This design comes from an exercise in tuning for small area, a short achievable clock period and few clock cycles on the open sky130 flow, not from production work.
RTL that was checked went through simulation tests only; none was proved equivalent to the original.
No functional check of the RTL was part of run 1.
Power figures rest on the tool's default switching activity, not on a simulated workload.

==> flow/design.v (outline; a module is shown in full before it is edited, if it fits) <==
// module mac_lane: 76 lines
// module mac_pp_tree: 489 lines
// module mac_acc_tree: 331 lines
// module mac_add8c: 57 lines
// module mac_add48: 466 lines
// module mac_array: 94 lines
module mac_array (
  input  logic        clk,
  input  logic        arst_n_in,
  input  logic        in_valid,
  output logic        in_ready,
  input  logic [63:0] a_in,
  input  logic [63:0] b_in,
  input  logic        in_last,
  input  logic        round_in,
  input  logic        sat_in,
  output logic        out_valid,
  input  logic        out_ready,
  output logic [63:0] out,
  output logic [3:0]  out_ovf
);
  // ...
==> flow/run.sh <==
#!/bin/bash
# synth_recipe.tcl (not shown) runs the flow's synth.tcl, then flattens the netlist and writes it again
# the make line also repeats each setting of config.mk as NAME=value (left out here)
make -C /OpenROAD-flow-scripts/flow DESIGN_CONFIG=/design/flow/config.mk WORK_HOME=/design/flow/orfs CLKGATE_MAP_FILE= SYNTH_SCRIPT=/design/flow/synth_recipe.tcl finish
==> flow/config.mk <==
export PLATFORM = sky130hd
export DESIGN_NAME = mac_array
export DESIGN_NICKNAME = mac_array
export VERILOG_FILES = /design/flow/design.v
export SDC_FILE = /design/flow/constraint.sdc
export NUM_CORES = 4
export LEC_CHECK = 0
export ABC_AREA = 1
export CAP_MARGIN = 20
export CORE_MARGIN = 2
export CORE_UTILIZATION = 40
export SETUP_SLACK_MARGIN = 4.3
export SLEW_MARGIN = 20
==> flow/constraint.sdc <==
create_clock -name core_clock -period 7.0 [get_ports {clk}]
set_input_delay 1.4000 -clock core_clock [delete_from_list [all_inputs] [get_ports {clk}]]
set_output_delay 1.4000 -clock core_clock [all_outputs]
set_load 0.01 [all_outputs]
==> impl_metrics.ini, run 1 <==
[critical_path]
r2r-start = r2_q
critPathSlowestCell = fa_1
cpPeakStageDelay_ps = 460
endpoint_kind = flip-flop

[floorplan]
die-height_um = 382.3
start_util_pct = 40.38

[final_layout]
fin_area_um2 = 74660
clkbuf_count = 157
layout-drive-gt1-share_pct = 30.00
inv_count = 1011
largest_register_ff_count = 340
multi_input_area_share_pct = 47.88

[outcome]
status = timing/DRC/antenna clean

[detailed_routing]
first_pass_iters = 6
via_count = 43680
drc = 0
met2_length_mm = 75.31
wl_met1_mm = 68.86

[synth]
syn_nets = 6874
avgSynthCellArea_um2 = 9.757
yosys_register_bits = 936
synth_warnings = 2
synth-main-ff-cell = dfxtp_1

[sta]
fmax_mhz = 285.5
totalNegativeSetupSlack_ps = 0
slew_headroom_pct = 32.15

[pwr]
comb-power_w = 0.0261
p_total_w = 0.04151

[clock_tree]
postCtsSetupRepairBufs = 321
cts-root-buf = clkbuf_16

[hold_path]
min-delay-path-class = flip-flop to flip-flop
==> module mac_lane, before the edit <==
module mac_lane #(
  parameter int unsigned NV = 85
) (
  input  logic        clk_i,
  input  logic        rst_ni,
  input  logic        take_i,     
  input  logic [15:0] a_i,
  input  logic [15:0] b_i,
  input  logic        v1_i,       
  input  logic        l1_i,       
  input  logic        rnd_i,      
  input  logic        sat_i,
  output logic [15:0] res_o,      
  output logic        ovf_o
);
  logic [15:0]   a_q;
  logic [7:0]    one_d, two_d, neg_d, one_q, two_q, neg_q;
  logic [NV-1:0] pv, pv_q;
  logic [47:0]   rs, rc;
  always_comb begin
    for (int i = 0; i < 8; i++) begin
      {neg_d[i], two_d[i], one_d[i]} =
        mac_pkg::booth_enc(b_i[2*i+1], b_i[2*i], (i == 0) ? 1'b0 : b_i[2*i-1]);
    end
  end
  always_ff @(posedge clk_i) begin
    a_q   <= take_i ? a_i : 16'h0;
    one_q <= one_d;
    two_q <= two_d;
    neg_q <= neg_d;
  end
  mac_pp_tree u_pp (.a(a_q), .one(one_q), .two(two_q), .neg(neg_q), .v(pv));
  always_ff @(posedge clk_i) begin
    pv_q <= pv;
  end
  logic [47:0] acc_q, acc_g, acc_n, pend, t;
  logic [5:1]  cc_q, cc_g;
  logic [5:0]  co;
  logic        part_q;
  always_ff @(posedge clk_i or negedge rst_ni) begin
    if (!rst_ni) begin
      part_q <= 1'b0;
    end else if (v1_i) begin
      part_q <= ~l1_i;
    end
  end
  assign acc_g = part_q ? acc_q : 48'h0;
  assign cc_g  = part_q ? cc_q : 5'h0;
  mac_acc_tree u_acc (.v(pv_q), .acc(acc_g), .s(rs), .c(rc));
  for (genvar gj = 0; gj < 6; gj++) begin : g_blk
    mac_add8c u_blk (
      .a (rs[8*gj +: 8]),
      .b (rc[8*gj +: 8]),
      .ci((gj == 0) ? 1'b0 : cc_g[gj]),
      .co(co[gj]),
      .y (acc_n[8*gj +: 8])
    );
  end
  always_ff @(posedge clk_i) begin
    acc_q <= acc_n;
    cc_q  <= co[4:0];
  end
  always_comb begin
    pend = 48'h0;
    for (int j = 1; j < 6; j++) pend[8*j] = cc_q[j];
    pend[15] = rnd_i;
  end
  mac_add48 u_fin (.a(acc_q), .b(pend), .y(t));
  logic wrap, sgn;
  always_comb begin
    wrap  = rnd_i & t[47] & ~|t[46:15];
    sgn   = t[47] & ~wrap;
    ovf_o = ~(&t[47:31] | ~|t[47:31]);
    res_o = (sat_i & ovf_o) ? (sgn ? 16'h8000 : 16'h7fff) : t[31:16];
  end
endmodule
==> module mac_acc_tree, before the edit <==
module mac_acc_tree (
  input  logic [84:0] v,
  input  logic [47:0] acc,
  output logic [47:0] s,
  output logic [47:0] c
);
  logic t1, t2;
  logic t3, t4;
  logic t5, t6;
  logic t7, t8;
  logic t9, t10;
  logic t11, t12;
  logic t13, t14;
  logic t15, t16;
  logic t17, t18;
  logic t19, t20;
  logic t21, t22;
  logic t23, t24;
  logic t25, t26;
  logic t27, t28;
  logic t29, t30;
  logic t31, t32;
  logic t33, t34;
  logic t35, t36;
  logic t37, t38;
  logic t39, t40;
  logic t41, t42;
  logic t43, t44;
  logic t45, t46;
  logic t47, t48;
  logic t49, t50;
  logic t51, t52;
  logic t53, t54;
  logic t55, t56;
  logic t57, t58;
  logic t59, t60;
  logic t61, t62;
  logic t63, t64;
  logic t65, t66;
  logic t67, t68;
  logic t69, t70;
  logic t71, t72;
  logic t73, t74;
  logic t75, t76;
  logic t77, t78;
  logic t79, t80;
  logic t81, t82;
  logic t83, t84;
  logic t85, t86;
  logic t87, t88;
  logic t89, t90;
  logic t91, t92;
  logic t93, t94;
  logic t95, t96;
  logic t97, t98;
  logic t99, t100;
  logic t101, t102;
  logic t103, t104;
  logic t105, t106;
  logic t107, t108;
  logic t109, t110;
  logic t111, t112;
  logic t113, t114;
  logic t115, t116;
  logic t117, t118;
  logic t119, t120;
  logic t121, t122;
  logic t123, t124;
  logic t125, t126;
  logic t127, t128;
  logic t129, t130;
  logic t131, t132;
  logic t133, t134;
  logic t135, t136;
  logic t137, t138;
  logic t139, t140;
  logic t141, t142;
  logic t143, t144;
  logic t145, t146;
  logic t147, t148;
  logic t149, t150;
  logic t151, t152;
  assign t1 = v[3] ^ v[4];
  assign t2 = v[3] & v[4];
  assign t3 = v[6] ^ v[7];
  assign t4 = v[6] & v[7];
  assign t5 = v[8] ^ v[9] ^ v[10];
  assign t6 = (v[8] & v[9]) | (v[8] & v[10]) | (v[9] & v[10]);
  assign t7 = v[11] ^ v[12] ^ v[13];
  assign t8 = (v[11] & v[12]) | (v[11] & v[13]) | (v[12] & v[13]);
  assign t9 = v[14] ^ v[15] ^ v[16];
  assign t10 = (v[14] & v[15]) | (v[14] & v[16]) | (v[15] & v[16]);
  assign t11 = v[17] ^ v[18] ^ v[19];
  assign t12 = (v[17] & v[18]) | (v[17] & v[19]) | (v[18] & v[19]);
  assign t13 = v[20] ^ v[21] ^ v[22];
  assign t14 = (v[20] & v[21]) | (v[20] & v[22]) | (v[21] & v[22]);
  assign t15 = v[23] ^ v[24] ^ v[25];
  assign t16 = (v[23] & v[24]) | (v[23] & v[25]) | (v[24] & v[25]);
  assign t17 = v[26] ^ v[27] ^ v[28];
  assign t18 = (v[26] & v[27]) | (v[26] & v[28]) | (v[27] & v[28]);
  assign t19 = v[29] ^ v[30] ^ v[31];
  assign t20 = (v[29] & v[30]) | (v[29] & v[31]) | (v[30] & v[31]);
  assign t21 = v[32] ^ v[33] ^ v[34];
  assign t22 = (v[32] & v[33]) | (v[32] & v[34]) | (v[33] & v[34]);
  assign t23 = v[35] ^ v[36] ^ v[37];
  assign t24 = (v[35] & v[36]) | (v[35] & v[37]) | (v[36] & v[37]);
  assign t25 = v[38] ^ v[39] ^ v[40];
  assign t26 = (v[38] & v[39]) | (v[38] & v[40]) | (v[39] & v[40]);
  assign t27 = v[41] ^ v[42] ^ v[43];
  assign t28 = (v[41] & v[42]) | (v[41] & v[43]) | (v[42] & v[43]);
  assign t29 = v[44] ^ v[45] ^ v[46];
  assign t30 = (v[44] & v[45]) | (v[44] & v[46]) | (v[45] & v[46]);
  assign t31 = v[47] ^ v[48] ^ v[49];
  assign t32 = (v[47] & v[48]) | (v[47] & v[49]) | (v[48] & v[49]);
  assign t33 = v[50] ^ v[51] ^ v[52];
  assign t34 = (v[50] & v[51]) | (v[50] & v[52]) | (v[51] & v[52]);
  assign t35 = v[53] ^ v[54] ^ v[55];
  assign t36 = (v[53] & v[54]) | (v[53] & v[55]) | (v[54] & v[55]);
  assign t37 = v[56] ^ v[57] ^ v[58];
  assign t38 = (v[56] & v[57]) | (v[56] & v[58]) | (v[57] & v[58]);
  assign t39 = v[59] ^ v[60] ^ v[61];
  assign t40 = (v[59] & v[60]) | (v[59] & v[61]) | (v[60] & v[61]);
  assign t41 = v[62] ^ v[63] ^ v[64];
  assign t42 = (v[62] & v[63]) | (v[62] & v[64]) | (v[63] & v[64]);
  assign t43 = v[65] ^ v[66] ^ v[67];
  assign t44 = (v[65] & v[66]) | (v[65] & v[67]) | (v[66] & v[67]);
  assign t45 = v[68] ^ v[69] ^ v[70];
  assign t46 = (v[68] & v[69]) | (v[68] & v[70]) | (v[69] & v[70]);
  assign t47 = v[71] ^ v[72] ^ v[73];
  assign t48 = (v[71] & v[72]) | (v[71] & v[73]) | (v[72] & v[73]);
  assign t49 = v[74] ^ v[75] ^ v[76];
  assign t50 = (v[74] & v[75]) | (v[74] & v[76]) | (v[75] & v[76]);
  assign t51 = v[77] ^ v[78] ^ v[79];
  assign t52 = (v[77] & v[78]) | (v[77] & v[79]) | (v[78] & v[79]);
  assign t53 = v[80] ^ v[81] ^ v[82];
  assign t54 = (v[80] & v[81]) | (v[80] & v[82]) | (v[81] & v[82]);
  assign t55 = ~v[83];
  assign t56 = v[83];
  assign t57 = v[0] ^ v[1];
  assign t58 = v[0] & v[1];
  assign t59 = v[2] ^ acc[1];
  assign t60 = v[2] & acc[1];
  assign t61 = t1 ^ v[5] ^ acc[2];
  assign t62 = (t1 & v[5]) | (t1 & acc[2]) | (v[5] & acc[2]);
  assign t63 = t3 ^ acc[3] ^ t2;
  assign t64 = (t3 & acc[3]) | (t3 & t2) | (acc[3] & t2);
  assign t65 = t5 ^ acc[4] ^ t4;
  assign t66 = (t5 & acc[4]) | (t5 & t4) | (acc[4] & t4);
  assign t67 = t7 ^ acc[5] ^ t6;
  assign t68 = (t7 & acc[5]) | (t7 & t6) | (acc[5] & t6);
  assign t69 = t9 ^ acc[6] ^ t8;
  assign t70 = (t9 & acc[6]) | (t9 & t8) | (acc[6] & t8);
  assign t71 = t11 ^ acc[7] ^ t10;
  assign t72 = (t11 & acc[7]) | (t11 & t10) | (acc[7] & t10);
  assign t73 = t13 ^ acc[8] ^ t12;
  assign t74 = (t13 & acc[8]) | (t13 & t12) | (acc[8] & t12);
  assign t75 = t15 ^ acc[9] ^ t14;
  assign t76 = (t15 & acc[9]) | (t15 & t14) | (acc[9] & t14);
  assign t77 = t17 ^ acc[10] ^ t16;
  assign t78 = (t17 & acc[10]) | (t17 & t16) | (acc[10] & t16);
  assign t79 = t19 ^ acc[11] ^ t18;
  assign t80 = (t19 & acc[11]) | (t19 & t18) | (acc[11] & t18);
  assign t81 = t21 ^ acc[12] ^ t20;
  assign t82 = (t21 & acc[12]) | (t21 & t20) | (acc[12] & t20);
  assign t83 = t23 ^ acc[13] ^ t22;
  assign t84 = (t23 & acc[13]) | (t23 & t22) | (acc[13] & t22);
  assign t85 = t25 ^ acc[14] ^ t24;
  assign t86 = (t25 & acc[14]) | (t25 & t24) | (acc[14] & t24);
  assign t87 = t27 ^ acc[15] ^ t26;
  assign t88 = (t27 & acc[15]) | (t27 & t26) | (acc[15] & t26);
  assign t89 = t29 ^ acc[16] ^ t28;
  assign t90 = (t29 & acc[16]) | (t29 & t28) | (acc[16] & t28);
  assign t91 = t31 ^ acc[17] ^ t30;
  assign t92 = (t31 & acc[17]) | (t31 & t30) | (acc[17] & t30);
  assign t93 = t33 ^ acc[18] ^ t32;
  assign t94 = (t33 & acc[18]) | (t33 & t32) | (acc[18] & t32);
  assign t95 = t35 ^ acc[19] ^ t34;
  assign t96 = (t35 & acc[19]) | (t35 & t34) | (acc[19] & t34);
  assign t97 = t37 ^ acc[20] ^ t36;
  assign t98 = (t37 & acc[20]) | (t37 & t36) | (acc[20] & t36);
  assign t99 = t39 ^ acc[21] ^ t38;
  assign t100 = (t39 & acc[21]) | (t39 & t38) | (acc[21] & t38);
  assign t101 = t41 ^ acc[22] ^ t40;
  assign t102 = (t41 & acc[22]) | (t41 & t40) | (acc[22] & t40);
  assign t103 = t43 ^ acc[23] ^ t42;
  assign t104 = (t43 & acc[23]) | (t43 & t42) | (acc[23] & t42);
  assign t105 = t45 ^ acc[24] ^ t44;
  assign t106 = (t45 & acc[24]) | (t45 & t44) | (acc[24] & t44);
  assign t107 = t47 ^ acc[25] ^ t46;
  assign t108 = (t47 & acc[25]) | (t47 & t46) | (acc[25] & t46);
  assign t109 = t49 ^ acc[26] ^ t48;
  assign t110 = (t49 & acc[26]) | (t49 & t48) | (acc[26] & t48);
  assign t111 = t51 ^ acc[27] ^ t50;
  assign t112 = (t51 & acc[27]) | (t51 & t50) | (acc[27] & t50);
  assign t113 = t53 ^ acc[28] ^ t52;
  assign t114 = (t53 & acc[28]) | (t53 & t52) | (acc[28] & t52);
  assign t115 = t55 ^ acc[29] ^ t54;
  assign t116 = (t55 & acc[29]) | (t55 & t54) | (acc[29] & t54);
  assign t117 = v[84] ^ acc[30] ^ t56;
  assign t118 = (v[84] & acc[30]) | (v[84] & t56) | (acc[30] & t56);
  assign t119 = ~acc[31];
  assign t120 = acc[31];
  assign t121 = ~acc[32];
  assign t122 = acc[32];
  assign t123 = ~acc[33];
  assign t124 = acc[33];
  assign t125 = ~acc[34];
  assign t126 = acc[34];
  assign t127 = ~acc[35];
  assign t128 = acc[35];
  assign t129 = ~acc[36];
  assign t130 = acc[36];
  assign t131 = ~acc[37];
  assign t132 = acc[37];
  assign t133 = ~acc[38];
  assign t134 = acc[38];
  assign t135 = ~acc[39];
  assign t136 = acc[39];
  assign t137 = ~acc[40];
  assign t138 = acc[40];
  assign t139 = ~acc[41];
  assign t140 = acc[41];
  assign t141 = ~acc[42];
  assign t142 = acc[42];
  assign t143 = ~acc[43];
  assign t144 = acc[43];
  assign t145 = ~acc[44];
  assign t146 = acc[44];
  assign t147 = ~acc[45];
  assign t148 = acc[45];
  assign t149 = ~acc[46];
  assign t150 = acc[46];
  assign t151 = ~acc[47];
  assign t152 = acc[47];
  assign s[0] = t57;
  assign c[0] = acc[0];
  assign s[1] = t59;
  assign c[1] = t58;
  assign s[2] = t61;
  assign c[2] = t60;
  assign s[3] = t63;
  assign c[3] = t62;
  assign s[4] = t65;
  assign c[4] = t64;
  assign s[5] = t67;
  assign c[5] = t66;
  assign s[6] = t69;
  assign c[6] = t68;
  assign s[7] = t71;
  assign c[7] = t70;
  assign s[8] = t73;
  assign c[8] = t72;
  assign s[9] = t75;
  assign c[9] = t74;
  assign s[10] = t77;
  assign c[10] = t76;
  assign s[11] = t79;
  assign c[11] = t78;
  assign s[12] = t81;
  assign c[12] = t80;
  assign s[13] = t83;
  assign c[13] = t82;
  assign s[14] = t85;
  assign c[14] = t84;
  assign s[15] = t87;
  assign c[15] = t86;
  assign s[16] = t89;
  assign c[16] = t88;
  assign s[17] = t91;
  assign c[17] = t90;
  assign s[18] = t93;
  assign c[18] = t92;
  assign s[19] = t95;
  assign c[19] = t94;
  assign s[20] = t97;
  assign c[20] = t96;
  assign s[21] = t99;
  assign c[21] = t98;
  assign s[22] = t101;
  assign c[22] = t100;
  assign s[23] = t103;
  assign c[23] = t102;
  assign s[24] = t105;
  assign c[24] = t104;
  assign s[25] = t107;
  assign c[25] = t106;
  assign s[26] = t109;
  assign c[26] = t108;
  assign s[27] = t111;
  assign c[27] = t110;
  assign s[28] = t113;
  assign c[28] = t112;
  assign s[29] = t115;
  assign c[29] = t114;
  assign s[30] = t117;
  assign c[30] = t116;
  assign s[31] = t119;
  assign c[31] = t118;
  assign s[32] = t121;
  assign c[32] = t120;
  assign s[33] = t123;
  assign c[33] = t122;
  assign s[34] = t125;
  assign c[34] = t124;
  assign s[35] = t127;
  assign c[35] = t126;
  assign s[36] = t129;
  assign c[36] = t128;
  assign s[37] = t131;
  assign c[37] = t130;
  assign s[38] = t133;
  assign c[38] = t132;
  assign s[39] = t135;
  assign c[39] = t134;
  assign s[40] = t137;
  assign c[40] = t136;
  assign s[41] = t139;
  assign c[41] = t138;
  assign s[42] = t141;
  assign c[42] = t140;
  assign s[43] = t143;
  assign c[43] = t142;
  assign s[44] = t145;
  assign c[44] = t144;
  assign s[45] = t147;
  assign c[45] = t146;
  assign s[46] = t149;
  assign c[46] = t148;
  assign s[47] = t151;
  assign c[47] = t150;
endmodule
==> module mac_array, before the edit <==
module mac_array (
  input  logic        clk,
  input  logic        arst_n_in,
  input  logic        in_valid,
  output logic        in_ready,
  input  logic [63:0] a_in,
  input  logic [63:0] b_in,
  input  logic        in_last,
  input  logic        round_in,
  input  logic        sat_in,
  output logic        out_valid,
  input  logic        out_ready,
  output logic [63:0] out,
  output logic [3:0]  out_ovf
);
  localparam int unsigned RW = 68;   
  logic          busy_q, take, pop, o_free;
  logic          v0_q, l0_q, v1_q, l1_q, done_q;
  logic          r0_q, s0_q, r1_q, s1_q, r2_q, s2_q;
  logic [1:0]    cnt_q, cnt_d;
  logic [RW-1:0] res, o_q;
  logic          ov_q;
  logic [RW-1:0] sk_q [2];
  logic [1:0]    sc_q;
  logic          rp_q, wp_q;
  assign take     = in_valid & ~busy_q;
  assign in_ready = ~busy_q;
  assign pop      = ov_q & out_ready;
  assign o_free   = ~ov_q | out_ready;
  assign cnt_d = cnt_q + {1'b0, take & in_last} - {1'b0, pop};
  always_ff @(posedge clk or negedge arst_n_in) begin
    if (!arst_n_in) begin
      busy_q  <= 1'b0;
      cnt_q   <= 2'd0;
      v0_q    <= 1'b0;
      l0_q    <= 1'b0;
      v1_q    <= 1'b0;
      l1_q    <= 1'b0;
      done_q  <= 1'b0;
    end else begin
      busy_q  <= (cnt_d == 2'd3);
      cnt_q   <= cnt_d;
      v0_q    <= take;
      l0_q    <= take & in_last;
      v1_q    <= v0_q;
      l1_q    <= l0_q;
      done_q  <= l1_q;
    end
  end
  always_ff @(posedge clk) begin
    r0_q <= round_in;
    s0_q <= sat_in;
    r1_q <= r0_q;
    s1_q <= s0_q;
    r2_q <= r1_q;
    s2_q <= s1_q;
  end
  for (genvar gi = 0; gi < 4; gi++) begin : g_lane
    mac_lane u_lane (
      .clk_i  (clk),
      .take_i (take),
      .a_i    (a_in[gi*16 +: 16]),
      .b_i    (b_in[gi*16 +: 16]),
      .rst_ni (arst_n_in),
      .v1_i   (v1_q),
      .l1_i   (l1_q),
      .rnd_i  (r2_q),
      .sat_i  (s2_q),
      .res_o  (res[gi*16 +: 16]),
      .ovf_o  (res[64 + gi])
    );
  end
  always_ff @(posedge clk) begin
    if (done_q) sk_q[wp_q] <= res;
    if (o_free) o_q <= (sc_q != 2'd0) ? sk_q[rp_q] : res;
  end
  always_ff @(posedge clk or negedge arst_n_in) begin
    if (!arst_n_in) begin
      ov_q <= 1'b0;
      sc_q <= 2'd0;
      rp_q <= 1'b0;
      wp_q <= 1'b0;
    end else begin
      if (o_free) ov_q <= (sc_q != 2'd0) | done_q;
      if (o_free && sc_q != 2'd0) rp_q <= ~rp_q;
      if (done_q && !(o_free && sc_q == 2'd0)) wp_q <= ~wp_q;
      sc_q <= sc_q + {1'b0, done_q && !(o_free && sc_q == 2'd0)}
                   - {1'b0, o_free && sc_q != 2'd0};
    end
  end
  assign out_valid = ov_q;
  assign out       = o_q[63:0];
  assign out_ovf   = o_q[67:64];
endmodule
==> run 2: changes to the inputs <==
--- a/flow/design.v
+++ b/flow/design.v
@@ -18,5 +18,6 @@
   input  logic        l1_i,       
   input  logic        rnd_i,      
-  input  logic        sat_i,
+  input  logic        rnd_f_i,    
+  input  logic        sat_f_i,
   output logic [15:0] res_o,      
   output logic        ovf_o
@@ -26,4 +27,5 @@
   logic [NV-1:0] pv, pv_q;
   logic [47:0]   rs, rc;
+  logic [47:15]  fin_q;
   always_comb begin
     for (int i = 0; i < 8; i++) begin
@@ -75,10 +77,13 @@
   end
   mac_add48 u_fin (.a(acc_q), .b(pend), .y(t));
+  always_ff @(posedge clk_i) begin
+    fin_q <= t[47:15];
+  end
   logic wrap, sgn;
   always_comb begin
-    wrap  = rnd_i & t[47] & ~|t[46:15];
-    sgn   = t[47] & ~wrap;
-    ovf_o = ~(&t[47:31] | ~|t[47:31]);
-    res_o = (sat_i & ovf_o) ? (sgn ? 16'h8000 : 16'h7fff) : t[31:16];
+    wrap  = rnd_f_i & fin_q[47] & ~|fin_q[46:15];
+    sgn   = fin_q[47] & ~wrap;
+    ovf_o = ~(&fin_q[47:31] | ~|fin_q[47:31]);
+    res_o = (sat_f_i & ovf_o) ? (sgn ? 16'h8000 : 16'h7fff) : fin_q[31:16];
   end
 endmodule
@@ -716,60 +721,60 @@
   assign t61 = t1 ^ v[5] ^ acc[2];
   assign t62 = (t1 & v[5]) | (t1 & acc[2]) | (v[5] & acc[2]);
-  assign t63 = t3 ^ acc[3] ^ t2;
-  assign t64 = (t3 & acc[3]) | (t3 & t2) | (acc[3] & t2);
-  assign t65 = t5 ^ acc[4] ^ t4;
-  assign t66 = (t5 & acc[4]) | (t5 & t4) | (acc[4] & t4);
-  assign t67 = t7 ^ acc[5] ^ t6;
-  assign t68 = (t7 & acc[5]) | (t7 & t6) | (acc[5] & t6);
-  assign t69 = t9 ^ acc[6] ^ t8;
-  assign t70 = (t9 & acc[6]) | (t9 & t8) | (acc[6] & t8);
-  assign t71 = t11 ^ acc[7] ^ t10;
-  assign t72 = (t11 & acc[7]) | (t11 & t10) | (acc[7] & t10);
-  assign t73 = t13 ^ acc[8] ^ t12;
-  assign t74 = (t13 & acc[8]) | (t13 & t12) | (acc[8] & t12);
-  assign t75 = t15 ^ acc[9] ^ t14;
-  assign t76 = (t15 & acc[9]) | (t15 & t14) | (acc[9] & t14);
-  assign t77 = t17 ^ acc[10] ^ t16;
-  assign t78 = (t17 & acc[10]) | (t17 & t16) | (acc[10] & t16);
-  assign t79 = t19 ^ acc[11] ^ t18;
-  assign t80 = (t19 & acc[11]) | (t19 & t18) | (acc[11] & t18);
-  assign t81 = t21 ^ acc[12] ^ t20;
-  assign t82 = (t21 & acc[12]) | (t21 & t20) | (acc[12] & t20);
-  assign t83 = t23 ^ acc[13] ^ t22;
-  assign t84 = (t23 & acc[13]) | (t23 & t22) | (acc[13] & t22);
-  assign t85 = t25 ^ acc[14] ^ t24;
-  assign t86 = (t25 & acc[14]) | (t25 & t24) | (acc[14] & t24);
-  assign t87 = t27 ^ acc[15] ^ t26;
-  assign t88 = (t27 & acc[15]) | (t27 & t26) | (acc[15] & t26);
-  assign t89 = t29 ^ acc[16] ^ t28;
-  assign t90 = (t29 & acc[16]) | (t29 & t28) | (acc[16] & t28);
-  assign t91 = t31 ^ acc[17] ^ t30;
-  assign t92 = (t31 & acc[17]) | (t31 & t30) | (acc[17] & t30);
-  assign t93 = t33 ^ acc[18] ^ t32;
-  assign t94 = (t33 & acc[18]) | (t33 & t32) | (acc[18] & t32);
-  assign t95 = t35 ^ acc[19] ^ t34;
-  assign t96 = (t35 & acc[19]) | (t35 & t34) | (acc[19] & t34);
-  assign t97 = t37 ^ acc[20] ^ t36;
-  assign t98 = (t37 & acc[20]) | (t37 & t36) | (acc[20] & t36);
-  assign t99 = t39 ^ acc[21] ^ t38;
-  assign t100 = (t39 & acc[21]) | (t39 & t38) | (acc[21] & t38);
-  assign t101 = t41 ^ acc[22] ^ t40;
-  assign t102 = (t41 & acc[22]) | (t41 & t40) | (acc[22] & t40);
-  assign t103 = t43 ^ acc[23] ^ t42;
-  assign t104 = (t43 & acc[23]) | (t43 & t42) | (acc[23] & t42);
-  assign t105 = t45 ^ acc[24] ^ t44;
-  assign t106 = (t45 & acc[24]) | (t45 & t44) | (acc[24] & t44);
-  assign t107 = t47 ^ acc[25] ^ t46;
-  assign t108 = (t47 & acc[25]) | (t47 & t46) | (acc[25] & t46);
-  assign t109 = t49 ^ acc[26] ^ t48;
-  assign t110 = (t49 & acc[26]) | (t49 & t48) | (acc[26] & t48);
-  assign t111 = t51 ^ acc[27] ^ t50;
-  assign t112 = (t51 & acc[27]) | (t51 & t50) | (acc[27] & t50);
-  assign t113 = t53 ^ acc[28] ^ t52;
-  assign t114 = (t53 & acc[28]) | (t53 & t52) | (acc[28] & t52);
-  assign t115 = t55 ^ acc[29] ^ t54;
-  assign t116 = (t55 & acc[29]) | (t55 & t54) | (acc[29] & t54);
-  assign t117 = v[84] ^ acc[30] ^ t56;
-  assign t118 = (v[84] & acc[30]) | (v[84] & t56) | (acc[30] & t56);
+  assign t63 = t3 ^ t2 ^ acc[3];
+  assign t64 = (t3 & t2) | (t3 & acc[3]) | (t2 & acc[3]);
+  assign t65 = t5 ^ t4 ^ acc[4];
+  assign t66 = (t5 & t4) | (t5 & acc[4]) | (t4 & acc[4]);
+  assign t67 = t7 ^ t6 ^ acc[5];
+  assign t68 = (t7 & t6) | (t7 & acc[5]) | (t6 & acc[5]);
+  assign t69 = t9 ^ t8 ^ acc[6];
+  assign t70 = (t9 & t8) | (t9 & acc[6]) | (t8 & acc[6]);
+  assign t71 = t11 ^ t10 ^ acc[7];
+  assign t72 = (t11 & t10) | (t11 & acc[7]) | (t10 & acc[7]);
+  assign t73 = t13 ^ t12 ^ acc[8];
+  assign t74 = (t13 & t12) | (t13 & acc[8]) | (t12 & acc[8]);
+  assign t75 = t15 ^ t14 ^ acc[9];
+  assign t76 = (t15 & t14) | (t15 & acc[9]) | (t14 & acc[9]);
+  assign t77 = t17 ^ t16 ^ acc[10];
+  assign t78 = (t17 & t16) | (t17 & acc[10]) | (t16 & acc[10]);
+  assign t79 = t19 ^ t18 ^ acc[11];
+  assign t80 = (t19 & t18) | (t19 & acc[11]) | (t18 & acc[11]);
+  assign t81 = t21 ^ t20 ^ acc[12];
+  assign t82 = (t21 & t20) | (t21 & acc[12]) | (t20 & acc[12]);
+  assign t83 = t23 ^ t22 ^ acc[13];
+  assign t84 = (t23 & t22) | (t23 & acc[13]) | (t22 & acc[13]);
+  assign t85 = t25 ^ t24 ^ acc[14];
+  assign t86 = (t25 & t24) | (t25 & acc[14]) | (t24 & acc[14]);
+  assign t87 = t27 ^ t26 ^ acc[15];
+  assign t88 = (t27 & t26) | (t27 & acc[15]) | (t26 & acc[15]);
+  assign t89 = t29 ^ t28 ^ acc[16];
+  assign t90 = (t29 & t28) | (t29 & acc[16]) | (t28 & acc[16]);
+  assign t91 = t31 ^ t30 ^ acc[17];
+  assign t92 = (t31 & t30) | (t31 & acc[17]) | (t30 & acc[17]);
+  assign t93 = t33 ^ t32 ^ acc[18];
+  assign t94 = (t33 & t32) | (t33 & acc[18]) | (t32 & acc[18]);
+  assign t95 = t35 ^ t34 ^ acc[19];
+  assign t96 = (t35 & t34) | (t35 & acc[19]) | (t34 & acc[19]);
+  assign t97 = t37 ^ t36 ^ acc[20];
+  assign t98 = (t37 & t36) | (t37 & acc[20]) | (t36 & acc[20]);
+  assign t99 = t39 ^ t38 ^ acc[21];
+  assign t100 = (t39 & t38) | (t39 & acc[21]) | (t38 & acc[21]);
+  assign t101 = t41 ^ t40 ^ acc[22];
+  assign t102 = (t41 & t40) | (t41 & acc[22]) | (t40 & acc[22]);
+  assign t103 = t43 ^ t42 ^ acc[23];
+  assign t104 = (t43 & t42) | (t43 & acc[23]) | (t42 & acc[23]);
+  assign t105 = t45 ^ t44 ^ acc[24];
+  assign t106 = (t45 & t44) | (t45 & acc[24]) | (t44 & acc[24]);
+  assign t107 = t47 ^ t46 ^ acc[25];
+  assign t108 = (t47 & t46) | (t47 & acc[25]) | (t46 & acc[25]);
+  assign t109 = t49 ^ t48 ^ acc[26];
+  assign t110 = (t49 & t48) | (t49 & acc[26]) | (t48 & acc[26]);
+  assign t111 = t51 ^ t50 ^ acc[27];
+  assign t112 = (t51 & t50) | (t51 & acc[27]) | (t50 & acc[27]);
+  assign t113 = t53 ^ t52 ^ acc[28];
+  assign t114 = (t53 & t52) | (t53 & acc[28]) | (t52 & acc[28]);
+  assign t115 = t55 ^ t54 ^ acc[29];
+  assign t116 = (t55 & t54) | (t55 & acc[29]) | (t54 & acc[29]);
+  assign t117 = v[84] ^ t56 ^ acc[30];
+  assign t118 = (v[84] & t56) | (v[84] & acc[30]) | (t56 & acc[30]);
   assign t119 = ~acc[31];
   assign t120 = acc[31];
@@ -1443,6 +1448,6 @@
   localparam int unsigned RW = 68;   
   logic          busy_q, take, pop, o_free;
-  logic          v0_q, l0_q, v1_q, l1_q, done_q;
-  logic          r0_q, s0_q, r1_q, s1_q, r2_q, s2_q;
+  logic          v0_q, l0_q, v1_q, l1_q, l2_q, done_q;
+  logic          r0_q, s0_q, r1_q, s1_q, r2_q, s2_q, r3_q, s3_q;
   logic [1:0]    cnt_q, cnt_d;
   logic [RW-1:0] res, o_q;
@@ -1464,4 +1469,5 @@
       v1_q    <= 1'b0;
       l1_q    <= 1'b0;
+      l2_q    <= 1'b0;
       done_q  <= 1'b0;
     end else begin
@@ -1472,5 +1478,6 @@
       v1_q    <= v0_q;
       l1_q    <= l0_q;
-      done_q  <= l1_q;
+      l2_q    <= l1_q;
+      done_q  <= l2_q;
     end
   end
@@ -1482,4 +1489,6 @@
     r2_q <= r1_q;
     s2_q <= s1_q;
+    r3_q <= r2_q;
+    s3_q <= s2_q;
   end
   for (genvar gi = 0; gi < 4; gi++) begin : g_lane
@@ -1493,5 +1502,6 @@
       .l1_i   (l1_q),
       .rnd_i  (r2_q),
-      .sat_i  (s2_q),
+      .rnd_f_i(r3_q),
+      .sat_f_i(s3_q),
       .res_o  (res[gi*16 +: 16]),
       .ovf_o  (res[64 + gi])
--- a/flow/config.mk
+++ b/flow/config.mk
@@ -10,4 +10,4 @@
 export CORE_MARGIN = 2
 export CORE_UTILIZATION = 40
-export SETUP_SLACK_MARGIN = 4.3
+export SETUP_SLACK_MARGIN = 4.2
 export SLEW_MARGIN = 20
==> run 2 against run 1 <==
Net effect:
- clock power grew 12%
- via count shrank 2.2%
- sequential cell count grew 135
- total power shrank 0.59%
- global-route usage shrank 1.1 points
- count of clock-buffer cells in the layout shrank 3
- die area grew 6.0%
==> impl_metrics.ini, run 2 <==
[final_layout]
final_util_pct = 49.20
fill_cells = 13720
layout-drive-gt1-share_pct = 20.61
top_regs = g_lane.u_lane.pv_q (340), g_lane.u_lane.acc_q (192), sk_q (136)
largest_register_ff_count = 340
top_register = g_lane.u_lane.pv_q
finalNetCount = 7610
final_cell_mix = inv_1 (886), dfxtp_1 (761), nand2_1 (696)
area_delta_synth_final_pct = 21.84
layout_commonest_cell = inv_1

[critical_path]
worstPathArrival_ps = 3550
path_class = flip-flop to flip-flop
start_kind = flip-flop
required_ps = 7610
r2r_slack_ps = 4060
worstPathMaxFanout = 2
endpoint_kind = flip-flop

[detailed_routing]
drt-initial-drc-count = 3376
vias_per_cell = 4.898
drc = 0
drt-total-wl_mm = 158.9
wl_per_cell_um = 18.22
ant_nets = 0
via_count = 42710
first_pass_iters = 7

[global_route]
grtUsageTotal_pct = 19.45
grt_pass1_wl_mm = 239.5
grt_pass1_vias = 42240
grt_max_degree = 70
grt_antenna_before_repair = 4
overflow = 0

[synth]
yosys_register_bits = 1071
yosys-top-cells-count = inv_1 (1063), dfxtp_1 (852), nand2_1 (763)
synth_top_area_share_pct = 28.10
muxShareOfSynthArea_pct = 0.5380
synth-main-ff-cell = dfxtp_1
synth.largest_area_cell = dfxtp_1
synth_edf_count = 204
synthArstFlopShare_pct = 1.401
synth_cell_types = 52
synth_adder_area_share_pct = 24.95
synth_top_family_by_area = adder cells
synth_area_leaders = dfxtp_1 (28%), fa_1 (19%), edfxtp_1 (10%)
synth.most_common_cell = inv_1
avgSynthCellArea_um2 = 10.00
syn_nets = 7074
synth_warnings = 2
seq_area_frac_synth_pct = 38.81
syn_inst = 6067
synthSimpleGateAreaFrac_pct = 9.338
syn-cell-area_um2 = 60700
synth_compound_area_share_pct = 7.555
synth-xor-area-share_pct = 10.39

[clock_tree]
cts_max_level = 3
cts-root-buf = clkbuf_16
clock_latency_ps = 740
numCtsBuffers = 117
holdBufCountCts = 0
ctsLongestPathBuffers = 3
cts.sinks = 1071
cts_tree = built
path_clk_slew_ps = 60

[floorplan]
coreArea_um2 = 150300
die-height_um = 393.5
pin_count = 205
start_util_pct = 40.38
dieArea_um2 = 154900
die_w_um = 393.5
placementRows = 142

[place]
hpwl_mm = 103.6
place.gp.congestion = 0.8822
portBuffers = 204

[sta]
fmax_mhz = 340.4
slew_headroom_pct = 29.38
final.min_clock_period_ps = 2938
hold_viol_final = 0
period_share_pct = 41.97
maxSlewViolCount = 0
totalNegativeSetupSlack_ps = 0
rsz0062_at_grt = true
finalSetupViolCount = 0
worst_clock_skew_ps = 26.21
worst_slew_pin_slew_ps = 1059

[pwr]
max-vdd-ir-drop_v = 0.0002993
p_leak_nw = 33.95
power_density_nw_per_um2 = 557.9

[hold_path]
min-delay-path-class = flip-flop to flip-flop

[run]
cap_violations = 0

[outcome]
status = timing/DRC/antenna clean
-- run 2: kinds of logic after synthesis --
family,count (synthesis)
compound gates,728
xor+xnor,720
fa+ha+maj,872
buf+inv,1322
flops,1071
mux,29
simple gates,1325
-- run 2: per-stage QoR --
step	instance area [um2]	hold WS (ps)	std cells	total power [W]	setup slack, ps
6_report	73950	325.3	8721	0.04126	4062
5_1_grt	73950	327.4	8720	0.04531	3971
4_1_cts	70690	325.7	8464	0.03951	4059
3_5_place_dp	64430	312.1	8075	0.03164	3542
3_3_place_gp	64430	312.2	8075	0.03057	3555
2_1_floorplan	60740	309.6	6067	0.02600	4102
-- run 2: power breakdown --
part / internal (W) / total (W) / switching [W]
sequential: 0.00935 / 0.0109 / 0.00160
combinational: 0.0109 / 0.0239 / 0.0131
clock: 0.00378 / 0.00639 / 0.00261
-- run 2: per-layer routing --
metal / up-vias / track usage (%) / part of all wire (%)
met5: - / 0 / 0
met4: 0 / 6.370 / 3.3
met3: 341 / 2.947 / 6.6
met2: 1559 / 30.58 / 45
met1: 20580 / 27.44 / 45
li1: 20230 / - / -
-- run 2: repair_timing --
| item | 4_1_cts | 5_1_grt |
|---|---|---|
| cloned | 14 | 34 |
| setup buffers | 155 | 222 |
| gates resized for setup | 444 | 395 |
| hold endpoints to repair | 0 | 0 |
| pin swaps | 52 | 115 |
| setup endpoints to repair | 273 | 225 |
-- run 2: cell type report --
cell class / instances / area [um2] / share of cell area (%)
Multi-Input combinational cell: 3674 / 33250 / 44.97
Sequential cell: 1071 / 23720 / 32.07
Timing Repair Buffer: 613 / 5678 / 7.678
Inverter: 1095 / 4567 / 6.175
Clock buffer: 154 / 3304 / 4.468
Tap cell: 2016 / 2522 / 3.411
Clock inverter: 66 / 724.4 / 0.9796
Timing Repair inverter: 31 / 185.2 / 0.2504
Antenna cell: 1 / 2.502 / 0.003384
-- run 2: worst paths after layout --
kind | start | endpoint | depth (start not counted)
hold reg to reg | r0_q | r1_q | 0
max in group asynchronous | arst_n_in | g_lane[2].u_lane.part_q | 1
setup / recovery | g_lane[1].u_lane.pv_q[68] | g_lane[1].u_lane.acc_q[29] | 10
hold / removal | r0_q | r1_q | 0
setup reg to reg | g_lane[1].u_lane.pv_q[68] | g_lane[1].u_lane.acc_q[29] | 10
min in group asynchronous | arst_n_in | sc_q[1] | 1
-- run 2: worst max-delay path, stage by stage (launching register included) --
cell and delay [ps]:
dfxtp_2 320, fa_1 570, inv_2 60, fa_1 550, fa_2 190, inv_2 40
fa_2 370, nand3_2 90, nand2_2 80, fa_2 390, xor2_1 150
Testbench counts of run 2, summed over its fixed seeds: cycles 20,723.
==> run 3: changes to the inputs <==
--- a/flow/config.mk
+++ b/flow/config.mk
@@ -10,4 +10,4 @@
 export CORE_MARGIN = 2
 export CORE_UTILIZATION = 40
-export SETUP_SLACK_MARGIN = 4.2
+export SETUP_SLACK_MARGIN = 3.6
 export SLEW_MARGIN = 20
==> run 3 against run 2 <==
Net effect:
- still clean
- global-route usage decreased by 1.1 points
- routed wire length is 10% lower
- sequential share of layout area is 2.3 points higher
- critical endpoint is now in_ready
- largest cell class unchanged
==> impl_metrics.ini, run 3 <==
[final_layout]
finalNetCount = 7190
seq_area_um2 = 23560
fin_area_um2 = 68640
final_cell_mix = inv_1 (1061), dfxtp_1 (852), nand2_1 (762)
area_delta_synth_final_pct = 13.09
layout-drive-gt1-share_pct = 6.395
layout_commonest_cell = inv_1
largest_register_ff_count = 340
final_util_pct = 45.67
fill_cells = 14190
top_register = g_lane.u_lane.pv_q
top_regs = g_lane.u_lane.pv_q (340), g_lane.u_lane.acc_q (192), sk_q (136)
multi_input_area_um2 = 32050

[sta]
period_share_pct = 47.00
fmax_mhz = 303.9
setup_ws_ps = 3710
hold_viol_final = 0
worst_clock_skew_ps = 35.83
final.min_clock_period_ps = 3290
slew_headroom_pct = 30.76
worst_slew_pin_slew_ps = 1039
rsz0062_at_grt = false
maxSlewViolCount = 0
totalNegativeSetupSlack_ps = 0
finalSetupViolCount = 0

[floorplan]
pin_count = 205
start_util_pct = 40.38
die_w_um = 393.5
coreArea_um2 = 150300
die-height_um = 393.5
placementRows = 142
dieArea_um2 = 154900

[global_route]
grtUsageMet1_pct = 25.71
use_met2_pct = 28.59
grt_pass1_wl_mm = 228.7
grt_pass1_vias = 41540
use_met3_pct = 3.278
grt_max_degree = 107
overflow = 0
busiest_layer = met2
grt_antenna_before_repair = 3
grtUsageTotal_pct = 18.31

[synth]
yosys_register_bits = 1071
synth_edf_count = 204
avgSynthCellArea_um2 = 10.00
syn-cell-area_um2 = 60700
syn_nets = 7074
synth_cell_types = 52
synth_area_leaders = dfxtp_1 (28%), fa_1 (19%), edfxtp_1 (10%)
synth_top_area_share_pct = 28.10
synth-main-ff-cell = dfxtp_1
synth.most_common_cell = inv_1
seq_area_frac_synth_pct = 38.81
synthArstFlopShare_pct = 1.401
synth.largest_area_cell = dfxtp_1
synth_warnings = 2
yosys-top-cells-count = inv_1 (1063), dfxtp_1 (852), nand2_1 (763)
syn_inst = 6067

[clock_tree]
numCtsBuffers = 117
clock_latency_ps = 740
holdBufCountCts = 0
ctsLongestPathBuffers = 3
path_clk_slew_ps = 60
cts-root-buf = clkbuf_16
cts.sinks = 1071
cts_max_level = 3
cts_tree = built

[pwr]
p_leak_nw = 32.18
power_density_nw_per_um2 = 549.3
max-vdd-ir-drop_v = 0.0002481

[place]
postPlaceCellArea_um2 = 64430
portBuffers = 204
preCtsSetupSlack_ps = 3299
place.gp.congestion = 0.9014
hpwl_mm = 104.7

[hold_path]
min-delay-path-class = flip-flop to flip-flop
holdCritStartpoint = r0_q

[critical_path]
required_ps = 5600
r2r_slack_ps = 3820
worstPathArrival_ps = 1890
r2r-start = g_lane[2].u_lane.neg_q[6]
start_kind = flip-flop
worstPathMaxFanout = 2
endpoint_kind = output pin
cp-startpoint = busy_q
path_class = flip-flop to output pin

[detailed_routing]
drc = 0
drt-initial-drc-count = 2744
wl_per_cell_um = 17.21
first_pass_iters = 6
drt-total-wl_mm = 142.9
vias_per_cell = 4.838
ant_nets = 0
via_count = 40180

[run]
cap_violations = 0

[outcome]
status = timing/DRC/antenna clean
## run 3: worst max-delay path: stages (launching register included)
cell and delay (ps):
dfrtp_1 360, inv_1 200, clkdlybuf4s50_1 590
## run 3: final cells by class
cell class / count / share of cell area (%)
diodes: 2 / 0.007291
clock buffers: 160 / 4.916
clock inverters: 62 / 1.081
inverters: 1095 / 5.990
multi-input cells: 3674 / 46.70
flip-flops and latches: 1071 / 34.33
well taps: 2016 / 3.675
repair buffers: 224 / 3.307
## run 3: report_power, final
part | internal, W | switching [W]
logic | 0.00894 | 0.0115
clock network | 0.00381 | 0.00263
registers | 0.00933 | 0.00151
total | 0.0221 | 0.0156
## run 3: metal layers
layer,vias to the layer above,share of wire [%]
li1,19380,-
met1,19430,46
met2,1142,44
met3,226,6.3
met4,2,2.8
met5,-,0.0049
## run 3: what timing repair did
item | CTS | global route
setup buffers | 1 | 1
gates cloned | 0 | 1
gates resized for setup | 1 | 4
endpoints found under the setup margin | 40 | 40
## run 3: stage by stage
stage | total power [W] | instances | hold WS (ps)
after floorplan | 0.02599 | 6067 | 309.6
after global placement | 0.03061 | 8077 | 313.5
after detailed placement | 0.03157 | 8077 | 315.0
after CTS | 0.03825 | 8300 | 327.8
after global routing | 0.04185 | 8302 | 333.4
final | 0.03771 | 8304 | 326.6
## run 3: kinds of logic (layout without fill, tap and decap cells)
kind of cell / count (synthesis) / in the layout / share of synthesized area, %
simple gates: 1325 / 1325 / 9.338
buf+inv: 1322 / 1541 / 8.419
flops: 1071 / 1071 / 38.81
fa+ha+maj: 872 / 872 / 24.95
compound gates: 728 / 728 / 7.555
xor+xnor: 720 / 720 / 10.39
mux: 29 / 29 / 0.5380
other cells: 0 / 2 / 0
## run 3: final timing paths
path                                              to  cells after the start
hold / removal                                  r1_q                      0
setup / recovery                            in_ready                      2
setup reg to reg           g_lane[2].u_lane.pv_q[44]                      6
max in group asynchronous    g_lane[2].u_lane.part_q                      1
hold reg to reg                                 r1_q                      0
min in group asynchronous                       ov_q                      1
==> run 4: changes to the inputs <==
--- a/flow/config.mk
+++ b/flow/config.mk
@@ -10,4 +10,4 @@
 export CORE_MARGIN = 2
 export CORE_UTILIZATION = 40
-export SETUP_SLACK_MARGIN = 3.6
+export SETUP_SLACK_MARGIN = 3.3
 export SLEW_MARGIN = 20
==> run 4 against run 3 <==
Net effect:
- still clean on timing, DRC and antenna
- first-iteration DRC count is 1.5% lower
- utilization about the same
- global-route usage hardly changed
- register-to-register slack lost 140 ps
- synthesized cell count unchanged
- total power down 0.19%
- hold slack better by 0.82 ps
- via count fell by 0.24%
- combinational power hardly changed
- clock skew rose by 0.99 ps
- sequential cell count unchanged
- critical path type is now flip-flop to flip-flop
- highest routed layer unchanged
==> impl_metrics.ini, run 4 <==
[final_layout]
fill_cells = 14200
top_register = g_lane.u_lane.pv_q
final_cell_mix = inv_1 (1061), dfxtp_1 (852), nand2_1 (762)
finalNetCount = 7188
top_regs = g_lane.u_lane.pv_q (340), g_lane.u_lane.acc_q (192), sk_q (136)
layout-drive-gt1-share_pct = 6.365
fin_area_um2 = 68570
final_util_pct = 45.62
area_delta_synth_final_pct = 12.98
layout_commonest_cell = inv_1
largest_register_ff_count = 340

[pwr]
p_total_w = 0.03763
max-vdd-ir-drop_v = 0.0002484
p_leak_nw = 32.15
power_density_nw_per_um2 = 548.8

[critical_path]
r2r_slack_ps = 3680
cpPeakStageDelay_ps = 650
path_class = flip-flop to flip-flop
endpoint_kind = flip-flop
worstPathArrival_ps = 3930
r2r_cells = 10
r2r-start = g_lane[2].u_lane.part_q
worstPathMaxFanout = 62
start_kind = flip-flop
cp_common_cell = fa_1
r2r-end = g_lane[0].u_lane.acc_q[21]
cp_cell_sequence = buf_6 > nand2_1 > fa_1 > fa_1 > inv_1 > fa_1 > nand3_1 > nand2_1 > fa_1 > xor2_1
required_ps = 7610
critPathSlowestCell = dfrtp_4

[sta]
totalNegativeSetupSlack_ps = 0
worst_slew_pin_slew_ps = 1058
hold_viol_final = 0
slew_headroom_pct = 29.48
final.min_clock_period_ps = 3324
fmax_mhz = 300.9
worst_clock_skew_ps = 36.81
maxSlewViolCount = 0
rsz0062_at_grt = false
period_share_pct = 47.48
finalSetupViolCount = 0

[floorplan]
placementRows = 142
coreArea_um2 = 150300
start_util_pct = 40.38
die-height_um = 393.5
die_w_um = 393.5
pin_count = 205
dieArea_um2 = 154900

[global_route]
grt_max_degree = 107
grt_pass1_vias = 41490
overflow = 0
grtUsageTotal_pct = 18.27
grt_pass1_wl_mm = 228.3
grt_antenna_before_repair = 3

[synth]
synth_area_leaders = dfxtp_1 (28%), fa_1 (19%), edfxtp_1 (10%)
synth_warnings = 2
syn-cell-area_um2 = 60700
synth_edf_count = 204
synth_adder_area_share_pct = 24.95
synth-xor-area-share_pct = 10.39
synth_cell_types = 52
syn_nets = 7074
yosys-top-cells-count = inv_1 (1063), dfxtp_1 (852), nand2_1 (763)
synthSimpleGateAreaFrac_pct = 9.338
synth_compound_area_share_pct = 7.555
synth.largest_area_cell = dfxtp_1
synthArstFlopShare_pct = 1.401
avgSynthCellArea_um2 = 10.00
muxShareOfSynthArea_pct = 0.5380
synth_top_family_by_area = adder cells
yosys_register_bits = 1071
seq_area_frac_synth_pct = 38.81
synth-main-ff-cell = dfxtp_1
synth_top_area_share_pct = 28.10
syn_inst = 6067
synth.most_common_cell = inv_1

[detailed_routing]
drt-initial-drc-count = 2702
drt-total-wl_mm = 141.6
first_pass_iters = 6
ant_nets = 0
via_count = 40080
vias_per_cell = 4.828
wl_per_cell_um = 17.06
drc = 0

[outcome]
status = timing/DRC/antenna clean

[clock_tree]
clock_latency_ps = 740
path_clk_slew_ps = 60
ctsLongestPathBuffers = 3
cts-root-buf = clkbuf_16
cts_tree = built
numCtsBuffers = 117
cts_max_level = 3
cts.sinks = 1071

[place]
postPlaceCellArea_um2 = 64430
portBuffers = 204
place.gp.congestion = 0.9014
hpwl_mm = 104.7

[hold_path]
hold_end = r1_q
hold_depth = 0
holdCritStartpoint = r0_q
min-delay-path-class = flip-flop to flip-flop

[run]
cap_violations = 0
## run 4: where the power goes
| part | switching (W) | internal [W] | total [W] |
|---|---|---|---|
| Sequential | 0.00151 | 0.00933 | 0.0108 |
| Clock | 0.00263 | 0.00381 | 0.00644 |
| Combinational | 0.0114 | 0.00891 | 0.0204 |
| Total | 0.0156 | 0.0221 | 0.0376 |
## run 4: repair_timing
action	in CTS	in global routing
endpoints found under the setup margin	0	19
gates resized for setup	0	1
hold buffers	0	0
setup buffers	0	1
## run 4: how the worst max path moves through the flow
stage,start,endpoint,slack [ps],cells past startpoint
6_report,g_lane[2].u_lane.part_q,g_lane[0].u_lane.acc_q[21],3680,10
5_1_grt,g_lane[2].u_lane.part_q,g_lane[0].u_lane.acc_q[23],3420,12
4_1_cts,g_lane[2].u_lane.part_q,g_lane[0].u_lane.acc_q[21],3310,10
3_5_place_dp,g_lane[2].u_lane.part_q,g_lane[0].u_lane.acc_q[21],3300,10
3_3_place_gp,g_lane[2].u_lane.part_q,g_lane[0].u_lane.acc_q[29],3390,10
2_1_floorplan,out_ready,o_q[0],3790,2
## run 4: layout make-up
cell class / instances / area, um2 / share of cell area (%)
clock inverter: 62 / 742.0 / 1.082
inverter: 1095 / 4111 / 5.996
multi-input combinational: 3674 / 32050 / 46.74
sequential: 1071 / 23560 / 34.36
clock buffer: 160 / 3374 / 4.921
tap: 2016 / 2522 / 3.678
antenna: 1 / 2.502 / 0.003649
timing repair buffer: 222 / 2206 / 3.217
## run 4: kinds of logic (layout without fill, tap and decap cells)
group	Yosys count	in the layout
XOR/XNOR	720	720
AO/OA/AOI/OAI	728	728
adder cells (fa/ha/maj)	872	872
flip-flops	1071	1071
buffers and inverters	1322	1539
multiplexers	29	29
other	0	1
AND/OR/NAND/NOR	1325	1325
## run 4: worst max-delay path: cells and delay by family (launching register included)
kind | cells | cell delay (ps)
xor+xnor | 1 | 150
simple gates | 3 | 330
flops | 1 | 650
fa+ha+maj | 4 | 1500
buf+inv | 2 | 500
## run 4: metal layers
layer  vias to the layer above  GRT usage [%]  wire (um)
met3                       248          3.278       8708
met2                      1129          28.51      62680
li1                      19380              -          -
met1                     19320          25.66      66140
met5                         -              0          7
met4                         2          5.925       4083
## run 4: through the flow
stage | hold WS (ps) | std cells | setup slack [ps]
3_5_place_dp | 315.0 | 8077 | 3299
3_3_place_gp | 313.5 | 8077 | 3392
6_report | 327.4 | 8301 | 3676
5_1_grt | 333.4 | 8300 | 3420
2_1_floorplan | 309.6 | 6067 | 3790
4_1_cts | 327.8 | 8299 | 3305
==> run 5: changes to the inputs <==
--- a/flow/config.mk
+++ b/flow/config.mk
@@ -10,4 +10,4 @@
 export CORE_MARGIN = 2
 export CORE_UTILIZATION = 40
-export SETUP_SLACK_MARGIN = 3.3
+export SETUP_SLACK_MARGIN = 3.9
 export SLEW_MARGIN = 20
==> run 5 against run 4 <==
Net effect:
- sequential power is essentially flat
- count of clock-buffer cells in the layout grew 1
- non-clock buffer count grew 6
- combinational power is essentially flat
- first-iteration DRC count grew 5.8%
- design area is essentially flat
- sequential cell count is the same
- critical endpoint is now out[13]
==> impl_metrics.ini, run 5 <==
[synth]
avgSynthCellArea_um2 = 10.00
seq_area_frac_synth_pct = 38.81
syn-cell-area_um2 = 60700
synth-main-ff-cell = dfxtp_1
synth.largest_area_cell = dfxtp_1
synth_top_area_share_pct = 28.10
yosys-top-cells-count = inv_1 (1063), dfxtp_1 (852), nand2_1 (763)
yosys_register_bits = 1071
synthArstFlopShare_pct = 1.401
syn_nets = 7074
synth_area_leaders = dfxtp_1 (28%), fa_1 (19%), edfxtp_1 (10%)
synth.most_common_cell = inv_1
synth_cell_types = 52
syn_inst = 6067
synth_warnings = 2
synth_edf_count = 204

[place]
place.gp.congestion = 0.8930
hpwl_mm = 103.7
placedCellCount = 8076
preCtsSetupSlack_ps = 2983
portBuffers = 204

[sta]
finalSetupViolCount = 0
maxSlewViolCount = 0
worst_slew_pin_slew_ps = 1068
fmax_mhz = 329.8
whs_ps = 325.0
slew_headroom_pct = 28.78
final.min_clock_period_ps = 3032
totalNegativeSetupSlack_ps = 0
rsz0062_at_grt = true
worst_clock_skew_ps = 39.73
hold_viol_final = 0
period_share_pct = 43.32
setup_ws_ps = 3968

[detailed_routing]
via_count = 40280
ant_nets = 0
wl_per_cell_um = 17.29
drt-total-wl_mm = 143.6
drt-initial-drc-count = 2859
vias_per_cell = 4.850
drc = 0
first_pass_iters = 6

[critical_path]
start_kind = flip-flop
worstPathMaxFanout = 1
cpPeakStageDelay_ps = 570
cp_top_family = buffers and inverters
cp_num_buf_inv = 1
r2r-end = g_lane[2].u_lane.pv_q[47]
critPathSlowestCell = clkdlybuf4s50_1
path_depth = 1
r2r-start = g_lane[2].u_lane.neg_q[5]
required_ps = 5600
cp_cell_sequence = clkdlybuf4s50_1
path_class = flip-flop to output pin
worstPathArrival_ps = 1630
endpoint_kind = output pin
r2r_cells = 6
r2r_slack_ps = 3970

[clock_tree]
cts_tree = built
cts-root-buf = clkbuf_16
numCtsBuffers = 115
cts_max_level = 3
clock_latency_ps = 740
cts.sinks = 1071
ctsLongestPathBuffers = 3
path_clk_slew_ps = 60

[global_route]
grt_pass1_wl_mm = 231.0
grt_pass1_vias = 41870
grt_antenna_before_repair = 3
grtUsageTotal_pct = 18.51
overflow = 0
grt_max_degree = 71

[pwr]
p_leak_nw = 32.23
max-vdd-ir-drop_v = 0.0002598
power_density_nw_per_um2 = 548.9

[floorplan]
die_w_um = 393.5
start_util_pct = 40.38
pin_count = 205
die-height_um = 393.5
coreArea_um2 = 150300
placementRows = 142
dieArea_um2 = 154900

[final_layout]
fill_cells = 14250
layout-drive-gt1-share_pct = 6.665
area_delta_synth_final_pct = 13.09
largest_register_ff_count = 340
top_regs = g_lane.u_lane.pv_q (340), g_lane.u_lane.acc_q (192), sk_q (136)
stdcell_count = 8305
layout_commonest_cell = inv_1
top_register = g_lane.u_lane.pv_q
final_cell_mix = inv_1 (1060), dfxtp_1 (836), nand2_1 (761)
finalNetCount = 7192

[hold_path]
hold_depth = 0
min-delay-path-class = flip-flop to flip-flop
holdCritStartpoint = r0_q
hold_end = r1_q

[outcome]
status = timing/DRC/antenna clean

[run]
cap_violations = 0
## run 5: where the power goes
group / total [W] / leakage (nW) / internal [W] / switching [W]
Clock: 0.00635 / 1.99 / 0.00373 / 0.00262
Sequential: 0.0108 / 9.27 / 0.00933 / 0.00148
Combinational: 0.0205 / 21.0 / 0.00893 / 0.0116
Total: 0.0377 / 32.2 / 0.0220 / 0.0157
## run 5: repair_timing
action                                  in CTS  in global routing
gates resized for setup                     43                 15
gates cloned                                 1                  1
setup buffers                                4                  2
hold buffers                                 0                  0
endpoints found under the setup margin     181                 44
pin swaps                                    0                  2
## run 5: routing by layer
layer | track usage (%) | wire [um]
met1 | 26.21 | 67060
met5 | 0 | 0
met2 | 29.16 | 64020
met4 | 5.822 | 4056
met3 | 2.712 | 8474
## run 5: kinds of logic (layout without fill, tap and decap cells)
kind of cell	count (synthesis)	after routing	share of synthesized area [%]
flip-flops	1071	1071	38.81
AO/OA/AOI/OAI	728	728	7.555
other	0	2	0
adder cells (fa/ha/maj)	872	872	24.95
AND/OR/NAND/NOR	1325	1325	9.338
XOR/XNOR	720	720	10.39
buffers and inverters	1322	1542	8.419
multiplexers	29	29	0.5380
## run 5: how the worst max path moves through the flow
stage	from	endpoint	slack [ps]
CTS	g_lane[3].u_lane.neg_q[0]	g_lane[3].u_lane.pv_q[41]	3900
finish	o_q[13]	out[13]	3970
floorplan	out_ready	o_q[0]	3920
global placement	in_valid	cnt_q[1]	2940
detailed placement	in_valid	cnt_q[1]	2980
global route	in_valid	cnt_q[1]	3880
## run 5: cell type report
| cell class | instances | area (um2) | share of cell area [%] |
|---|---|---|---|
| sequential | 1071 | 23580 | 34.36 |
| inverter | 1095 | 4118 | 5.999 |
| clock buffer | 161 | 3304 | 4.814 |
| clock inverter | 58 | 737.0 | 1.074 |
| multi-input combinational | 3674 | 32080 | 46.73 |
| antenna | 2 | 5.005 | 0.007291 |
| tap | 2016 | 2522 | 3.675 |
| timing repair buffer | 228 | 2296 | 3.345 |
## run 5: metrics by stage
| stage | power [W] | cell area (um2) | utilization (%) |
|---|---|---|---|
| finish | 0.03768 | 68640 | 45.67 |
| global route | 0.04188 | 68640 | 45.66 |
| CTS | 0.03817 | 68560 | 45.61 |
| detailed placement | 0.03161 | 64430 | 42.86 |
| global placement | 0.03059 | 64430 | 42.86 |
| floorplan | 0.02599 | 60700 | - |
==> run 6: changes to the inputs <==
--- a/flow/design.v
+++ b/flow/design.v
@@ -1460,5 +1460,14 @@
   assign pop      = ov_q & out_ready;
   assign o_free   = ~ov_q | out_ready;
-  assign cnt_d = cnt_q + {1'b0, take & in_last} - {1'b0, pop};
+  logic inc, dec;
+  assign inc = take & in_last;
+  assign dec = pop;
+  always_comb begin
+    case ({inc, dec})
+      2'b10:   cnt_d = cnt_q + 2'd1;
+      2'b01:   cnt_d = cnt_q - 2'd1;
+      default: cnt_d = cnt_q;
+    endcase
+  end
   always_ff @(posedge clk or negedge arst_n_in) begin
     if (!arst_n_in) begin
@@ -1472,5 +1481,5 @@
       done_q  <= 1'b0;
     end else begin
-      busy_q  <= (cnt_d == 2'd3);
+      busy_q  <= ~dec & (busy_q | ((cnt_q == 2'd2) & in_valid & in_last));
       cnt_q   <= cnt_d;
       v0_q    <= take;
==> run 6 against run 5 <==
Net effect:
- still clean
- hold slack improved by 2.7 ps
- clock power about the same
- design area increased by 0.29%
==> impl_metrics.ini, run 6 <==
[sta]
maxSlewViolCount = 0
finalSetupViolCount = 0
totalNegativeSetupSlack_ps = 0
fmax_mhz = 330.0
final.min_clock_period_ps = 3031
hold_viol_final = 0
rsz0062_at_grt = true
slew_headroom_pct = 28.40
period_share_pct = 43.30
worst_slew_pin_slew_ps = 1074
worst_clock_skew_ps = 22.83

[synth]
synth.most_common_cell = inv_1
synth_area_leaders = dfxtp_1 (28%), fa_1 (19%), edfxtp_1 (10%)
yosys-top-cells-count = inv_1 (1071), dfxtp_1 (852), nand2_1 (793)
synth_cell_types = 49
synthArstFlopShare_pct = 1.401
synth_warnings = 2
seq_area_frac_synth_pct = 38.64
avgSynthCellArea_um2 = 9.945
synth-main-ff-cell = dfxtp_1
synth_edf_count = 204
synth.largest_area_cell = dfxtp_1
syn_inst = 6130
synth_top_area_share_pct = 27.98
syn_nets = 7136
yosys_register_bits = 1071
syn-cell-area_um2 = 60960

[final_layout]
layout_commonest_cell = inv_1
top_register = g_lane.u_lane.pv_q
largest_register_ff_count = 340
layout-drive-gt1-share_pct = 6.339
fin_area_um2 = 68840
fill_cells = 14500
final_cell_mix = inv_1 (1069), dfxtp_1 (839), nand2_1 (792)
finalNetCount = 7254
area_delta_synth_final_pct = 12.92
top_regs = g_lane.u_lane.pv_q (340), g_lane.u_lane.acc_q (192), sk_q (136)

[floorplan]
die-height_um = 394.4
coreArea_um2 = 151700
dieArea_um2 = 155500
start_util_pct = 40.18
die_w_um = 394.4
pin_count = 205
placementRows = 143

[global_route]
grt_antenna_before_repair = 3
grt_pass1_vias = 41850
grt_pass1_wl_mm = 230.5
grt_max_degree = 81
grtUsageTotal_pct = 18.50
overflow = 0

[detailed_routing]
ant_nets = 0
drc = 0
drt-initial-drc-count = 2921
vias_per_cell = 4.878
first_pass_iters = 6
drt-total-wl_mm = 146.7
wl_per_cell_um = 17.51
via_count = 40840

[clock_tree]
cts.sinks = 1071
path_clk_slew_ps = 60
clock_latency_ps = 730
ctsLongestPathBuffers = 3
cts-root-buf = clkbuf_16
cts_tree = built
cts_max_level = 3
numCtsBuffers = 113

[critical_path]
worstPathArrival_ps = 3620
cp_num_buf_inv = 2
path_depth = 6
cpPeakStageDelay_ps = 780
worstPathMaxFanout = 11
cp_top_family = adder cells
cp_common_cell = fa_1
critPathSlowestCell = dfxtp_1
start_kind = flip-flop
r2r_slack_ps = 3970
endpoint_kind = flip-flop
r2r_cells = 6
path_class = flip-flop to flip-flop
cp_cell_sequence = inv_2 > xor2_1 > fa_1 > inv_1 > fa_1 > fa_1
required_ps = 7590

[pwr]
p_leak_nw = 32.38
p_seq_share_pct = 30.0
max-vdd-ir-drop_v = 0.0002339
power_frac_clock_pct = 17.8
power_density_nw_per_um2 = 519.5
power.internal_w = 0.02117
p_sw_w = 0.01459
sw_frac_of_total_pct = 40.80
p_comb_share_pct = 52.2

[place]
place.gp.congestion = 0.8987
postPlaceCellArea_um2 = 64690
hpwl_mm = 104.9
portBuffers = 204

[hold_path]
min-delay-path-class = flip-flop to flip-flop
hold_depth = 0

[outcome]
status = timing/DRC/antenna clean

[run]
cap_violations = 0
[run 6: kinds of logic (layout without fill, tap and decap cells)]
| group | after synthesis | after routing | share of synthesized area, % |
|---|---|---|---|
| simple gates | 1358 | 1358 | 9.480 |
| xor+xnor | 719 | 719 | 10.33 |
| fa+ha+maj | 871 | 871 | 24.82 |
| buf+inv | 1328 | 1540 | 8.452 |
| other cells | 0 | 1 | 0 |
| mux | 30 | 30 | 0.5541 |
| compound gates | 753 | 753 | 7.719 |
| flops | 1071 | 1071 | 38.64 |
[run 6: metal layers]
layer | wire length [um] | vias up | track usage, %
li1 | - | 19580 | -
met1 | 67280 | 19850 | 25.65
met2 | 67000 | 1173 | 29.59
met3 | 8077 | 244 | 2.733
met4 | 4287 | 2 | 6.250
met5 | 11 | - | 0
[run 6: area by class of cell]
type	count	area, um2	area share, %
inverter	1101	4138	6.011
tap	2030	2540	3.690
multi-input combinational	3731	32280	46.89
sequential	1071	23580	34.25
antenna	1	2.502	0.003635
timing repair buffer	230	2331	3.386
clock buffer	154	3209	4.662
clock inverter	55	764.5	1.111
[run 6: final timing paths]
| check | endpoint | startpoint |
|---|---|---|
| setup reg to reg | g_lane[2].u_lane.pv_q[41] | g_lane[2].u_lane.neg_q[1] |
| min in group asynchronous | busy_q | arst_n_in |
| max in group asynchronous | g_lane[2].u_lane.part_q | arst_n_in |
| setup / recovery | g_lane[2].u_lane.pv_q[41] | g_lane[2].u_lane.neg_q[1] |
| hold reg to reg | s2_q | s1_q |
| hold / removal | s2_q | s1_q |
[run 6: worst register-to-register path, delay by kind of cell, from the launching register on]
family / cells / cell delay (ps)
xor+xnor: 1 / 240
buf+inv: 2 / 360
flops: 1 / 780
fa+ha+maj: 3 / 1540
[run 6: per-stage QoR]
step                power [W]  instances  utilization (%)  hold slack, ps  worst slack, ps
floorplan             0.02452       6130                -           309.6             3917
global placement      0.02888       8154            42.64           312.2             3272
detailed placement    0.02972       8154            42.64           313.5             3209
CTS                   0.03627       8368            45.31           327.9             3902
global route          0.03968       8372            45.37           336.1             3892
finish                0.03576       8373            45.37           327.7             3969
[run 6: power groups by stage]
stage,clock network (W),registers [W],logic [W]
finish,0.00636,0.0107,0.0187
global route,0.00678,0.0110,0.0219
CTS,0.00654,0.0108,0.0190
detailed placement,0,0.0109,0.0188
global placement,0,0.0109,0.0180
floorplan,0,0.0104,0.0142
[run 6: what timing repair did]
item,in CTS,in global routing
setup buffers,4,1
pin swaps,0,1
hold endpoints to repair,0,0
endpoints found under the setup margin,177,60
gates resized for setup,37,13
cloned,1,3
hold buffers,0,0
Testbench counts of run 6, summed over its fixed seeds: cycles 20,723.

afterwards: timing with drivers on the ports:
No port has a modelled driver above. Below, the same layouts with a new extraction and two added sets of constraints.
Step 1: set_driving_cell puts a clkbuf_16 on clk and a buf_2 on each other input, an assumption about the parent block.
Step 2 times the ports against the registers' clock, not the clock port: input delays grow and output delays shrink by t, the midpoint of the rising clock arrivals with the driver on.
a / b / c = no drivers / after step 1 / after step 2; a / b = the first two.
| run | shift t [ns] | setup slack, ns | hold slack, ns | worst slew at a driven data input, ns |
|---|---|---|---|---|
| run 1 | 0.780 | 3.498 / 3.498 / 3.498 | 0.327 / 0.327 / 0.327 | 0.05 |
| run 2 | 0.799 | 4.062 / 4.060 / 3.597 | 0.325 / 0.325 / 0.325 | 0.05 |
| run 3 | 0.804 | 3.710 / 3.631 / 3.624 | 0.327 / 0.327 / 0.327 | 0.11 |
| run 4 | 0.804 | 3.676 / 3.644 / 3.633 | 0.327 / 0.327 / 0.327 | 0.11 |
| run 5 | 0.796 | 3.968 / 3.896 / 3.248 | 0.325 / 0.325 / 0.325 | 0.06 |
| run 6 | 0.794 | 3.969 / 3.900 / 3.361 | 0.328 / 0.328 / 0.328 | 0.06 |
After both steps setup and hold are still met in every run listed. The setup slack of run 5, which loses most, moves by -0.072 ns with the drivers and by -0.720 ns with both steps.
